This is an optimization exercise on Yosys and OpenROAD, whose aim is small area, not a production implementation.
The RTL was checked by simulation tests, not by an equivalence proof against the original design.
Power is estimated from default activity; no workload was simulated.

==> flow/design.v (excerpt) <==
module infix_expression_evaluator #(
	parameter int STACK_DEPTH = 16,
	parameter int VALUE_WIDTH = 32
) (
	input  wire logic        clk,
	input  wire logic        arst_n,
	input  wire logic        start,
	output logic             busy,
	input  wire logic [7:0]  symbol,
	input  wire logic        last,
	output logic             done,
	output logic [31:0]      value,
	output logic [1:0]       status
);
Size: about 620 flip-flops, roughly 48 I/O pins, roughly 0.020 mm² of cells after synthesis.
export LEC_CHECK = 0
export ABC_AREA = 1
export CAP_MARGIN = 20
export CORE_MARGIN = 2
export CORE_UTILIZATION = 40
export CTS_CLUSTER_DIAMETER = 60
export CTS_CLUSTER_SIZE = 30
export SLEW_MARGIN = 20
create_clock -name core_clock -period 9.0 [get_ports {clk}]
run.sh (not shown) runs the stock make flow with config.mk's settings and CLKGATE_MAP_FILE= SYNTH_SCRIPT=/design/flow/synth_recipe.tcl, a recipe that flattens the netlist after the stock synthesis.
The starting point produced a clean layout.
Then changed:
==> flow/flow/run.sh (new file) <==
#!/bin/bash
# Layout flow: the standard flow (standard.sh, unchanged synthesis) with
# two settings passed through the environment:
#  - clock tree synthesis without dummy loads, with sink clusters of up to
#    30 flip-flops within 60 um;
#  - port buffers of the smallest buffer cell.
# The full output goes to standard.log in the work folder.
export CTS_ARGS="-sink_clustering_enable -repair_clock_nets -dont_use_dummy_load -sink_clustering_size 18 -sink_clustering_max_diameter 40 -buf_list sky130_fd_sc_hd__clkbuf_8"
export BUFFER_PORTS_ARGS="-buffer_cell sky130_fd_sc_hd__buf_1"
bash standard.sh > standard.log 2>&1
==> flow/standard.sh (new file) <==
#!/bin/bash
# synth_recipe.tcl (not shown) runs the flow's synth.tcl, then flattens the netlist and writes it again
# the make line also repeats each setting of config.mk as NAME=value (left out here)
make -C /OpenROAD-flow-scripts/flow DESIGN_CONFIG=/design/flow/config.mk WORK_HOME=/design/flow/orfs CLKGATE_MAP_FILE= SYNTH_SCRIPT=/design/flow/synth_recipe.tcl "${@:-finish}"
Settings changed: ABC_AREA 1 to default, CORE_UTILIZATION 40 to 65, CTS_CLUSTER_DIAMETER 60 to default, CTS_CLUSTER_SIZE 30 to default.
removed: flow/run.sh
- The changed run completed with no timing, DRC or antenna violations
- worst hold slack degrades by 0.0089 ns
- synthesized cell count falls by about 17%
- area after synthesis fell by about 1%
- setup slack is better by 0.37 ns
- final area drops by about 7%
- die area drops by about 40%
- clock-buffer cell count rises by 10
- total power drops by about 16%
- global-route usage increases by 6.6 points
- wire length went down by about 12%
- utilization increases by 24 points
Then changed:
==> flow/run.sh (new file) <==
#!/bin/bash
# synth_recipe.tcl (not shown) runs the flow's synth.tcl, then flattens the netlist and writes it again
# the make line also repeats each setting of config.mk as NAME=value (left out here)
make -C /OpenROAD-flow-scripts/flow DESIGN_CONFIG=/design/flow/config.mk WORK_HOME=/design/flow/orfs CLKGATE_MAP_FILE= SYNTH_SCRIPT=/design/flow/synth_recipe.tcl finish
Settings changed: CORE_UTILIZATION 65 to 40, CTS_CLUSTER_DIAMETER from default to 60, CTS_CLUSTER_SIZE from default to 30.
removed: flow/flow/run.sh
removed: flow/standard.sh
Outcome: Wire length rose by 3.8%. Combinational power rose by about 5%. Worst hold slack gains 0.013 ns. Count of clock-buffer cells in the layout fell by 10. Power rose by 12%. Worst setup slack loses 0.43 ns. Utilization fell by 24 points. Area after synthesis is unchanged. Sequential share of layout area fell by 3.8 points. Die area rose by 61%.
Then changed:
==> flow/flow/run.sh (new file) <==
#!/bin/bash
# Layout flow: the standard flow (standard.sh, unchanged synthesis) with
# two settings passed through the environment:
#  - clock tree synthesis without dummy loads, with sink clusters of up to
#    30 flip-flops within 60 um;
#  - port buffers of the smallest buffer cell.
# The full output goes to standard.log in the work folder.
export CTS_ARGS="-sink_clustering_enable -repair_clock_nets -dont_use_dummy_load -sink_clustering_size 30 -sink_clustering_max_diameter 50 -buf_list sky130_fd_sc_hd__clkbuf_16"
export BUFFER_PORTS_ARGS="-buffer_cell sky130_fd_sc_hd__buf_1"
bash standard.sh > standard.log 2>&1
==> flow/standard.sh (new file) <==
#!/bin/bash
# synth_recipe.tcl (not shown) runs the flow's synth.tcl, then flattens the netlist and writes it again
# the make line also repeats each setting of config.mk as NAME=value (left out here)
make -C /OpenROAD-flow-scripts/flow DESIGN_CONFIG=/design/flow/config.mk WORK_HOME=/design/flow/orfs CLKGATE_MAP_FILE= SYNTH_SCRIPT=/design/flow/synth_recipe.tcl "${@:-finish}"
Settings changed: CORE_UTILIZATION 40 to 65, CTS_CLUSTER_DIAMETER 60 to default, CTS_CLUSTER_SIZE 30 to default.
removed: flow/run.sh
The new run completed without violations. Synthesized area is unchanged. Wire length increases by 1.9%. Final area decreases by 4.4%. Global-route usage increases by 9.0 points. Non-clock buffer count increases by 3. Fmax increases by 7.8%. Flip-flop and latch count stays the same. Worst setup slack is better by 0.42 ns. Power decreases by 5.9%. Count of clock-buffer cells in the layout decreases by 3. Critical path depth increases by 10.


Starting RTL as in the previous note.
Settings: LEC_CHECK=0, CAP_MARGIN=20, CORE_MARGIN=2, CORE_UTILIZATION=40, SLEW_MARGIN=20; clock period 9.0 ns.
standard.sh (not shown) runs the stock make flow with config.mk's settings and CLKGATE_MAP_FILE= SYNTH_SCRIPT=/design/flow/synth_recipe.tcl, a recipe that flattens the netlist after the stock synthesis.
==> flow/flow/run.sh <==
#!/bin/bash
# Layout flow: the standard flow (standard.sh, unchanged synthesis) with
# two settings passed through the environment:
#  - clock tree synthesis without dummy loads, with sink clusters of up to
#    30 flip-flops within 60 um;
#  - port buffers of the smallest buffer cell.
# The full output goes to standard.log in the work folder.
export CTS_ARGS="-sink_clustering_enable -repair_clock_nets -dont_use_dummy_load -sink_clustering_size 20 -sink_clustering_max_diameter 50 -buf_list sky130_fd_sc_hd__clkbuf_8"
export BUFFER_PORTS_ARGS="-buffer_cell sky130_fd_sc_hd__buf_1"
bash standard.sh > standard.log 2>&1
The starting point completed with no timing, DRC or antenna violations.
Rerun with:
--- a/flow/flow/run.sh
+++ b/flow/flow/run.sh
@@ -7,3 +7,3 @@
 # The full output goes to standard.log in the work folder.
-export CTS_ARGS="-sink_clustering_enable -repair_clock_nets -dont_use_dummy_load -sink_clustering_size 20 -sink_clustering_max_diameter 50 -buf_list sky130_fd_sc_hd__clkbuf_8"
+export CTS_ARGS="-sink_clustering_enable -repair_clock_nets -dont_use_dummy_load -sink_clustering_size 30 -sink_clustering_max_diameter 60"
 export BUFFER_PORTS_ARGS="-buffer_cell sky130_fd_sc_hd__buf_1"
The changed run went through all stages and came out clean.
Maximum frequency went up by 0.99%.
Flip-flop and latch count does not change.
Clock-buffer cell count drops by 13.
Power rose by 3.3%.
Worst setup slack gets better by 0.055 ns.
Routed wire length came out lower by 0.64%.
Rerun with:
--- a/flow/flow/run.sh
+++ b/flow/flow/run.sh
@@ -7,3 +7,3 @@
 # The full output goes to standard.log in the work folder.
-export CTS_ARGS="-sink_clustering_enable -repair_clock_nets -dont_use_dummy_load -sink_clustering_size 30 -sink_clustering_max_diameter 60"
+export CTS_ARGS="-sink_clustering_enable -repair_clock_nets -dont_use_dummy_load -sink_clustering_size 10 -sink_clustering_max_diameter 35 -buf_list sky130_fd_sc_hd__clkbuf_4"
 export BUFFER_PORTS_ARGS="-buffer_cell sky130_fd_sc_hd__buf_1"
Result: The changed run completed with no timing, DRC or antenna violations. Routed wire length goes up by a few percent. Utilization goes down by 0.41 points. Global-route usage goes up by 0.48 points. Synthesized cell count is unchanged. Synthesized area is unchanged.


Setup of run A:
The RTL this note starts from:
==> flow/design.v <==
`default_nettype none
module infix_expression_evaluator #(
	parameter int STACK_DEPTH = 16,
	parameter int VALUE_WIDTH = 32
) (
	input  wire logic        clk,
	input  wire logic        arst_n,
	input  wire logic        start,
	output logic             busy,
	input  wire logic [7:0]  symbol,
	input  wire logic        last,
	output logic             done,
	output logic [31:0]      value,
	output logic [1:0]       status
);
	localparam int N = 14;    
	localparam logic [2:0] P_ADD = 3'b000, P_SUB = 3'b001, P_MUL = 3'b100, P_DIV = 3'b101,
	                       P_OPEN = 3'b010, P_CLOSE = 3'b011, P_FIN = 3'b110, P_NOP = 3'b111;
	localparam logic [1:0] E_OK = 2'd0, E_BAD = 2'd1, E_DIVZ = 2'd2, E_STACK = 2'd3;
	localparam logic [3:0] S_IDLE = 4'd0, S_OPR = 4'd1, S_PRE = 4'd2, S_EMIT = 4'd3,
	                       S_M1 = 4'd4, S_A1 = 4'd5, S_M2 = 4'd6, S_ZC = 4'd7,
	                       S_IT = 4'd8, S_M3 = 4'd9, S_A2 = 4'd10, S_RF = 4'd11,
	                       S_POP = 4'd12, S_PW = 4'd13, S_POP2 = 4'd14;
	logic [3:0]  state;
	logic [3:0]  ph;             
	logic [4:0]  cnt_d, cnt_o;   
	logic [1:0]  err;
	logic [2:0]  pend, top_o, sec_o;
	logic        lastq, neg;
	logic [4:0]  yrot, rrot;
	logic [31:0] X, Y;
	logic [32:0] R;
	logic [N*32-1:0] ring;
	logic [N*3-1:0]  oring;
	wire [31:0] tap  = ring[N*32-1 -: 32];
	wire [2:0]  otap = oring[N*3-1 -: 3];
	wire is_dig = (symbol >= 8'd48) && (symbol <= 8'd57);
	logic       is_op;
	logic [2:0] sym_code;
	always_comb begin
		is_op = 1'b1;
		sym_code = P_ADD;
		case (symbol)
			8'd43: sym_code = P_ADD;
			8'd45: sym_code = P_SUB;
			8'd42: sym_code = P_MUL;
			8'd47: sym_code = P_DIV;
			8'd40: sym_code = P_OPEN;
			8'd41: sym_code = P_CLOSE;
			default: is_op = 1'b0;
		endcase
	end
	wire d_at = (ph == cnt_d[3:0]);
	wire o_at = (ph == cnt_o[3:0]);
	wire d_empty = (cnt_d == 5'd0);
	wire d_lt2   = (cnt_d < 5'd2);
	wire d_full  = (cnt_d == 5'd16);
	wire o_empty = (cnt_o == 5'd0);
	wire o_lt2   = (cnt_o < 5'd2);
	wire o_full  = (cnt_o == 5'd16);
	wire yal = (yrot == 5'd0);
	wire dig_wait = is_dig && (err == E_OK) && !d_lt2 && !d_full && !yal;
	assign busy = (state != S_IDLE) || dig_wait;
	wire acc = start && !busy;
	wire op_mul = (top_o == P_MUL);
	wire op_div = (top_o == P_DIV);
	wire op_sub = (top_o == P_SUB);
	wire klast  = (yrot == 5'd31);
	logic        c, m, inv, cin;
	wire  [32:0] B  = ({X[31], X} & {33{m}}) ^ {33{inv}};
	wire  [32:0] T  = {R[31:0], c} + B + 33'(cin);
	always_comb begin
		c = 1'b0; m = 1'b1; inv = 1'b0; cin = 1'b0;
		case (state)
			S_A1: begin inv = X[31]; cin = X[31]; end
			S_ZC: begin inv = !X[31]; cin = !X[31]; end
			S_A2: begin inv = neg; cin = neg; end
			S_IT: begin
				if (op_mul) begin
					m = Y[31];
				end else if (op_div) begin
					c = Y[31];
					inv = !(R[32] ^ X[31]);
					cin = inv;
				end else begin
					c = Y[31] ^ op_sub;
					m = klast;
					cin = op_sub & klast;
				end
			end
			default: begin
				c = R[31];
				m = 1'b0;
			end
		endcase
	end
	logic [3:0] state_n;
	logic [4:0] cnt_d_n, cnt_o_n;
	logic [1:0] err_n;
	logic [2:0] pend_n;
	logic       lastq_n;
	logic       wr_d, opush, opop, osec;
	logic       red, push, pop, fin_now, cdone;
	logic       x_y, y_r, y_sh, y_tap, r_zero, r_dig, r_sum;
	always_comb begin
		state_n = state;
		cnt_d_n = cnt_d;
		cnt_o_n = cnt_o;
		err_n   = err;
		pend_n  = pend;
		lastq_n = lastq;
		wr_d = 1'b0; opush = 1'b0; opop = 1'b0; osec = 1'b0;
		x_y = 1'b0; y_r = 1'b0; y_sh = 1'b0; y_tap = 1'b0;
		r_zero = 1'b0; r_dig = 1'b0; r_sum = 1'b0;
		done = 1'b0;
		red = 1'b0; push = 1'b0; pop = 1'b0; fin_now = 1'b0; cdone = 1'b0;
		case (state)
			S_IDLE: if (acc) begin
				if (err != E_OK) begin
					if (last) state_n = S_PRE;
				end else if (is_dig) begin
					if (d_full) begin
						err_n = E_STACK;
						if (last) state_n = S_PRE;
					end else begin
						x_y = 1'b1;
						y_r = 1'b1;
						r_dig = 1'b1;
						pend_n = P_FIN;
						lastq_n = last;
						if (!d_lt2) state_n = S_PW;
						else begin
							cnt_d_n = cnt_d + 5'd1;
							if (last) state_n = S_OPR;
						end
					end
				end else if (is_op) begin
					pend_n = sym_code;
					lastq_n = last;
					state_n = S_OPR;
				end else begin
					err_n = E_BAD;
					if (last) state_n = S_PRE;
				end
			end
			S_OPR: begin
				case (pend)
					P_ADD, P_SUB: if (!o_empty && top_o != P_OPEN) red = 1'b1; else push = 1'b1;
					P_MUL, P_DIV: if (!o_empty && top_o[2]) red = 1'b1; else push = 1'b1;
					P_OPEN: push = 1'b1;
					P_CLOSE: begin
						if (o_empty) err_n = E_STACK;
						else if (top_o != P_OPEN) red = 1'b1;
						else begin pop = 1'b1; pend_n = P_NOP; end
					end
					P_NOP: cdone = 1'b1;
					default: begin  
						if (o_empty) fin_now = 1'b1;
						else if (top_o != P_OPEN) red = 1'b1;
						else pop = 1'b1;
					end
				endcase
				if (o_empty && pend == P_CLOSE) begin
					state_n = lastq ? S_PRE : S_IDLE;
				end else if (fin_now) begin
					if (d_empty) err_n = E_STACK;
					state_n = S_PRE;
				end else if (pop) begin
					state_n = S_POP;
				end else if (red) begin
					if (d_lt2) begin
						err_n = E_STACK;
						state_n = lastq ? S_PRE : S_IDLE;
					end else state_n = S_M1;
				end else if (push) begin
					if (o_full) begin
						err_n = E_STACK;
						state_n = lastq ? S_PRE : S_IDLE;
					end else if (o_lt2 || o_at) begin
						opush = 1'b1;
						cnt_o_n = cnt_o + 5'd1;
						cdone = 1'b1;
					end
				end
				if (cdone) begin
					if (lastq) pend_n = P_FIN;
					else state_n = S_IDLE;
				end
			end
			S_PW: begin
				if (d_at) begin
					wr_d = 1'b1;
					cnt_d_n = cnt_d + 5'd1;
					state_n = lastq ? S_OPR : S_IDLE;
				end
			end
			S_POP: begin
				opop = 1'b1;
				cnt_o_n = cnt_o - 5'd1;
				state_n = S_POP2;
			end
			S_POP2: begin
				if (o_lt2 || o_at) begin
					osec = 1'b1;
					state_n = S_OPR;
				end
			end
			S_M1: if (yal) begin
				x_y = 1'b1;
				y_r = 1'b1;
				r_zero = 1'b1;
				cnt_d_n = cnt_d - 5'd1;
				state_n = op_div ? S_A1 : S_ZC;
			end
			S_A1: begin
				r_sum = 1'b1;
				state_n = S_M2;
			end
			S_M2: if (yal) begin
				x_y = 1'b1;
				y_r = 1'b1;
				r_zero = 1'b1;
				state_n = S_ZC;
			end
			S_ZC: begin
				r_zero = 1'b1;
				if (!klast) begin
				end else if (op_div && !T[32]) begin
					err_n = E_DIVZ;
					state_n = lastq ? S_PRE : S_IDLE;
				end else state_n = S_IT;
			end
			S_IT: begin
				r_sum = 1'b1;
				y_sh = 1'b1;
				if (klast) state_n = op_div ? S_M3 : S_RF;
			end
			S_M3: begin
				x_y = 1'b1;
				r_zero = 1'b1;
				state_n = S_A2;
			end
			S_A2: begin
				r_sum = 1'b1;
				state_n = S_RF;
			end
			S_RF: begin
				if (d_lt2 || d_at) begin
					y_tap = 1'b1;
					state_n = S_POP;
				end
			end
			S_PRE: begin
				if (err != E_OK) begin
					r_zero = 1'b1;
					state_n = S_EMIT;
				end else if (rrot == 5'd31) state_n = S_EMIT;
			end
			S_EMIT: begin
				done = 1'b1;
				cnt_d_n = 5'd0;
				cnt_o_n = 5'd0;
				err_n = E_OK;
				state_n = S_IDLE;
			end
			default: state_n = S_IDLE;
		endcase
	end
	always_ff @(posedge clk or negedge arst_n) begin
		if (!arst_n) begin
			state <= S_IDLE;
			ph    <= 4'd2;
			cnt_d <= 5'd0;
			cnt_o <= 5'd0;
			err   <= E_OK;
		end else begin
			state <= state_n;
			ph    <= (ph == 4'd15) ? 4'd2 : ph + 4'd1;
			cnt_d <= cnt_d_n;
			cnt_o <= cnt_o_n;
			err   <= err_n;
		end
	end
	always_ff @(posedge clk) begin
		pend  <= pend_n;
		lastq <= lastq_n;
		if (state == S_A1) neg <= X[31];
		else if (state == S_ZC && klast) neg <= neg ^ X[31];
		if (y_tap) yrot <= 5'd0;
		else if (y_r) yrot <= rrot;
		else yrot <= yrot + 5'd1;
		if (r_sum || r_dig || r_zero) rrot <= 5'd0;
		else rrot <= rrot + 5'd1;
		if (opush) begin
			top_o <= pend;
			sec_o <= top_o;
		end else begin
			if (opop) top_o <= sec_o;
			if (osec) sec_o <= otap;
		end
		if (x_y) X <= Y;
		if (y_r) Y <= R[31:0];
		else if (y_tap) Y <= tap;
		else Y <= {Y[30:0], (state == S_IT && op_div) ? !T[32] : Y[31]};
		if (r_dig) R <= {29'd0, symbol[3:0]};
		else if (r_zero) R <= 33'd0;
		else R <= T;
		ring  <= {ring[(N-1)*32-1:0], wr_d ? X : tap};
		oring <= {oring[(N-1)*3-1:0], (opush && !o_lt2) ? sec_o : otap};
	end
	assign value  = R[31:0];
	assign status = err;
endmodule
`default_nettype wire
Settings: LEC_CHECK=0, CAP_MARGIN=20, CORE_MARGIN=2, CORE_UTILIZATION=40, SLEW_MARGIN=20; clock period 9.0 ns.
==> flow/flow/run.sh <==
#!/bin/bash
# Layout flow: the standard flow (standard.sh, unchanged synthesis) with
# two settings passed through the environment:
#  - clock tree synthesis without dummy loads, with sink clusters of up to
#    30 flip-flops within 60 um;
#  - port buffers of the smallest buffer cell.
# The full output goes to standard.log in the work folder.
export CTS_ARGS="-sink_clustering_enable -repair_clock_nets -dont_use_dummy_load -sink_clustering_size 20 -sink_clustering_max_diameter 50 -buf_list sky130_fd_sc_hd__clkbuf_8"
export BUFFER_PORTS_ARGS="-buffer_cell sky130_fd_sc_hd__buf_1"
bash standard.sh > standard.log 2>&1
Looking at the reports, run A completed the entire flow and the layout it produced met the timing, design-rule and antenna checks.
diff inputs: run A => run B
Settings: CORE_UTILIZATION now 55, was 40.
diff --git a/flow/flow/run.sh b/flow/flow/run.sh
--- a/flow/flow/run.sh
+++ b/flow/flow/run.sh
@@ -8 +8 @@
-export CTS_ARGS="-sink_clustering_enable -repair_clock_nets -dont_use_dummy_load -sink_clustering_size 20 -sink_clustering_max_diameter 50 -buf_list sky130_fd_sc_hd__clkbuf_8"
+export CTS_ARGS="-sink_clustering_enable -repair_clock_nets -dont_use_dummy_load -sink_clustering_size 20 -sink_clustering_max_diameter 45 -buf_list sky130_fd_sc_hd__clkbuf_8"
Notes after the runs:
As far as combinational cell fraction of total power is concerned, run B and run A perform about the same.
First-pass GRT wire length: run A vs run B — no meaningful difference
Compared with run A, placement density in the core of run B is higher.
Setup slack in run B is larger than in run A.
The total power after layout of run A and that of run B are within noise of each other.
Having completed the whole flow, run A delivered a layout that passed the timing, design-rule and antenna checks.
Run B ran to completion and came out clean on the timing, design-rule and antenna checks.
The detailed-route wire length number comes out higher for run B vs run A.
Run B has via count of the first global-routing pass above what run A had.
diff inputs: run B => run C
diff --git a/flow/flow/run.sh b/flow/flow/run.sh
--- a/flow/flow/run.sh
+++ b/flow/flow/run.sh
@@ -5 +5 @@
-#    30 flip-flops within 60 um;
+#    20 flip-flops within 45 um, driven by clkbuf_8 cells;
### Flow results
Re final-report max-slew violation count: no difference whatsoever between run B and run C.
Run B -> run C: power delta 0, exact match
Comparing run C against run B, there is no change at all in proportion of cell area occupied by registers.
Reported for run C and run B, number of buffers added for setup after CTS turned out identical to the last digit.
Re number of clock sinks: no difference whatsoever between run C and run B.
Diff run B..run C | largest voltage drop on the vdd net | unchanged
Fmax across run C and run B: no real change.

-- what the ideal ports hide --
Ports are ideal in the flow. The routed layouts listed here were re-timed in OpenROAD. Step 1 (the two cells are an assumption about what drives the block):
set clk [get_ports {clk}]
set_driving_cell -lib_cell sky130_fd_sc_hd__clkbuf_16 $clk
set_driving_cell -lib_cell sky130_fd_sc_hd__buf_2 [delete_from_list [all_inputs] $clk]
Step 2 times the ports against the registers' clock, not the clock port: input delays grow and output delays shrink by t, the midpoint of the rising clock arrivals with the driver on. Slacks: ideal / step 1 / step 2; pairs: ideal / step 1.
| run | shift t [ns] | setup slack, ns | latest minus earliest clock arrival (ns) | worst data-port slew with drivers (ns) | pins driven straight from the clock port |
|---|---|---|---|---|---|
| the first run of note 1 | 0.639 | 3.347 / 3.381 / 2.742 | 0.037 / 0.038 | 0.05 | 1 |
| the second run of note 1 | 0.618 | 3.716 / 3.716 / 3.716 | 0.076 / 0.076 | 0.03 | 1 |
| the third run of note 1 | 0.615 | 3.286 / 3.261 / 3.261 | 0.044 / 0.044 | 0.04 | 1 |
| the fourth run of note 1 | 0.574 | 3.701 / 3.701 / 3.701 | 0.074 / 0.074 | 0.03 | 1 |
| the first run of note 2 | 0.654 | 3.405 / 3.405 / 3.405 | 0.092 / 0.091 | 0.04 | 1 |
| the second run of note 2 | 0.579 | 3.460 / 3.460 / 3.460 | 0.089 / 0.090 | 0.03 | 1 |
| the third run of note 2 | 0.834 | 3.415 / 3.415 / 3.415 | 0.116 / 0.116 | 0.04 | 1 |
| run A | 0.658 | 3.647 / 3.647 / 3.647 | 0.110 / 0.111 | 0.08 | 1 |
| run B | 0.663 | 3.828 / 3.828 / 3.828 | 0.092 / 0.091 | 0.03 | 1 |
| run C | 0.663 | 3.828 / 3.828 / 3.828 | 0.092 / 0.091 | 0.03 | 1 |
After both steps setup and hold are still met in every run listed. For the first run of note 1, which loses most, drivers alone change the setup slack by +0.034 ns; drivers and shift together by -0.605 ns.
